From an optimization exercise on the open Yosys and OpenROAD flow, aimed at small area, a short achievable clock period and few clock cycles per item; shortcuts taken in it are not production practice. Function was checked by simulation only, so behaviour that the tests miss may differ from the original.

Design md_unit, start of the top module:
module md_unit (
  input  logic        clk,
  input  logic        reset,
  input  logic        start,
  input  logic        flush,
  input  logic [3:0]  MD_op,
  input  logic [31:0] A,
  input  logic [31:0] B,
  output logic        busy,
  output logic        stall,
  output logic [31:0] HI,
  output logic [31:0] LO
);
  localparam int S  = md_unit_pkg::DIV_STEPS;
  localparam int LS = md_unit_pkg::DIV_LOG;
  localparam int CW = 6 - LS;   
  localparam logic [4:0] SHM = 32 - S;   
  logic          busy_q;
  logic          mul_q;     
  logic [31:0]   hi_q;
  logic [31:0]   lo_q;
  logic [CW-1:0] cnt_q;
  logic [63:0]   t_q;       
  logic [32:0]   x_q;       
  logic [16:0]   ch_q;      
  logic          sub_q;
  logic          qneg_q;
  logic          rneg_q;
  logic          dz_q;      
  logic acc_go;
  logic op_mul, op_acc, op_div, op_sgn, op_sub;
  assign acc_go = start & ~flush & ~busy_q;
  assign op_mul = (MD_op == md_unit_pkg::MD_MULT)  | (MD_op == md_unit_pkg::MD_MULTU) |
                  (MD_op == md_unit_pkg::MD_MADD)  | (MD_op == md_unit_pkg::MD_MADDU) |
                  (MD_op == md_unit_pkg::MD_MSUB)  | (MD_op == md_unit_pkg::MD_MSUBU);
  assign op_acc = (MD_op == md_unit_pkg::MD_MADD)  | (MD_op == md_unit_pkg::MD_MADDU) |
                  (MD_op == md_unit_pkg::MD_MSUB)  | (MD_op == md_unit_pkg::MD_MSUBU);
  assign op_sub = (MD_op == md_unit_pkg::MD_MSUB)  | (MD_op == md_unit_pkg::MD_MSUBU);
  assign op_div = (MD_op == md_unit_pkg::MD_DIV)   | (MD_op == md_unit_pkg::MD_DIVU);
  assign op_sgn = (MD_op == md_unit_pkg::MD_MULT)  | (MD_op == md_unit_pkg::MD_DIV) |
                  (MD_op == md_unit_pkg::MD_MADD)  | (MD_op == md_unit_pkg::MD_MSUB);
  ...
export LEC_CHECK = 0
export CAP_MARGIN = 20
export CORE_MARGIN = 2
export CORE_UTILIZATION = 65
export CTS_BUF_LIST = sky130_fd_sc_hd__clkbuf_8
export PLACE_DENSITY = 0.75
export SLEW_MARGIN = 20
create_clock -name core_clock -period 80.0 [get_ports {clk}]
standard.sh (not shown) runs the stock make flow with config.mk's settings and CLKGATE_MAP_FILE= SYNTH_SCRIPT=/design/flow/synth_recipe.tcl, a recipe that flattens the netlist after the stock synthesis.
==> flow/flow/run.sh <==
#!/bin/bash
# Layout flow: the standard layout (standard.sh) with two changes:
#  - repair_timing runs with a larger setup margin, so that it also sizes
#    the short input-to-output path (start/MD_op -> stall), whose slack is
#    far above the standard margin;
#  - the port buffers are sky130_fd_sc_hd__buf_1 (the repair steps resize
#    them where needed).
# Constraints (clock period, I/O delays, output load) are the standard flow's, unchanged.
# Each step's full output goes to its own log file here and under orfs/logs.
set -euo pipefail
# standard synthesis, unchanged
bash standard.sh synth > log_synth.txt 2>&1
# the rest of the standard layout with the two settings above
sed 's/"\${@:-finish}"/SETUP_SLACK_MARGIN=48 "BUFFER_PORTS_ARGS=-buffer_cell sky130_fd_sc_hd__buf_1" "${@:-finish}"/' \
  standard.sh > standard_tuned.sh
grep -q 'SETUP_SLACK_MARGIN=48' standard_tuned.sh
bash standard_tuned.sh finish > log_layout.txt 2>&1
test -f out/final.def
Testbench counts at the start, summed over its fixed seeds: cycles 3,919, ops 2,400.
Edit:
CTS_BUF_LIST = not set   (was sky130_fd_sc_hd__clkbuf_8)
The changed run completed with no timing, DRC or antenna violations.
Setup slack stays flat.
Via count is about the same.
Global-route usage rose by 0.14 points.
Flip-flop and latch count stays the same.
Die area does not change.
Final area rose slightly.
Clock-buffer cell count stays the same.
Routed wire length rose slightly.
Core utilization rose by 0.31 points.
First-iteration DRC count fell by a few percent.
Edit:
CORE_UTILIZATION = 40   (was 65)
PLACE_DENSITY = not set   (was 0.75)
Setup slack is better by 17 ps.
Cell count increases by 9.5%.
Routed wire length went up by 6.0%.
Die area goes up by 61%.
Global-route usage goes down by 17 points.
Sequential share of layout area goes down by 0.20 points.
Synthesized area stays the same.
Fmax hardly moves.
Critical path depth is unchanged.
Edit:
CAP_MARGIN = 5   (was 20)
SLEW_MARGIN = 5   (was 20)
After rerunning: Sequential share of layout area stays flat; global-route usage is about the same; register-to-register slack gets worse by 150 ps; core utilization stays flat; via count is about the same; cell count hardly moves; synthesized cell count does not change; design area hardly moves; die area stays the same.
Edit:
==> flow/run.sh (new file) <==
#!/bin/bash
# synth_recipe.tcl (not shown) runs the flow's synth.tcl, then flattens the netlist and writes it again
# the make line also repeats each setting of config.mk as NAME=value (left out here)
make -C /OpenROAD-flow-scripts/flow DESIGN_CONFIG=/design/flow/config.mk WORK_HOME=/design/flow/orfs CLKGATE_MAP_FILE= SYNTH_SCRIPT=/design/flow/synth_recipe.tcl finish
CAP_MARGIN = 20   (was 5)
CORE_UTILIZATION = 30   (was 40)
SETUP_SLACK_MARGIN = 4   (was not set)
SLEW_MARGIN = 20   (was 5)
removed: flow/flow/run.sh
removed: flow/standard.sh
After rerunning: Non-clock buffer count fell by 18; critical path depth went down by 1; global-route usage decreases by 6.0 points; fmax goes down by 4.0%; cell area goes up by 3.1%.

==> what the ideal ports hide <==
No port has a modelled driver above. Below, the same layouts with a new extraction and two added sets of constraints. Step 1, drivers: a clkbuf_16 drives clk and a buf_2 each remaining input, both assumed. Step 2 also shifts input and output timing later by t, the mid clock arrival at the registers, as if the neighbouring blocks saw the same clock. Slacks: ideal ports / drivers / drivers and shift; pairs: ideal ports / drivers.
run | shift t [ns] | slack for setup (ns) | pins driven straight from the clock port
the first run | 0.601 | 47.425 / 47.373 / 47.373 | 1
the second run | 0.548 | 47.424 / 47.371 / 47.371 | 1
the third run | 0.548 | 47.441 / 47.395 / 47.395 | 1
the fourth run | 0.548 | 47.454 / 47.407 / 47.407 | 1
the fifth run | 0.586 | 46.092 / 46.017 / 46.017 | 1
After both steps setup and hold are still met in every run listed. The setup slack of the fifth run, which loses most, moves by -0.075 ns with the drivers and by -0.075 ns with both steps.
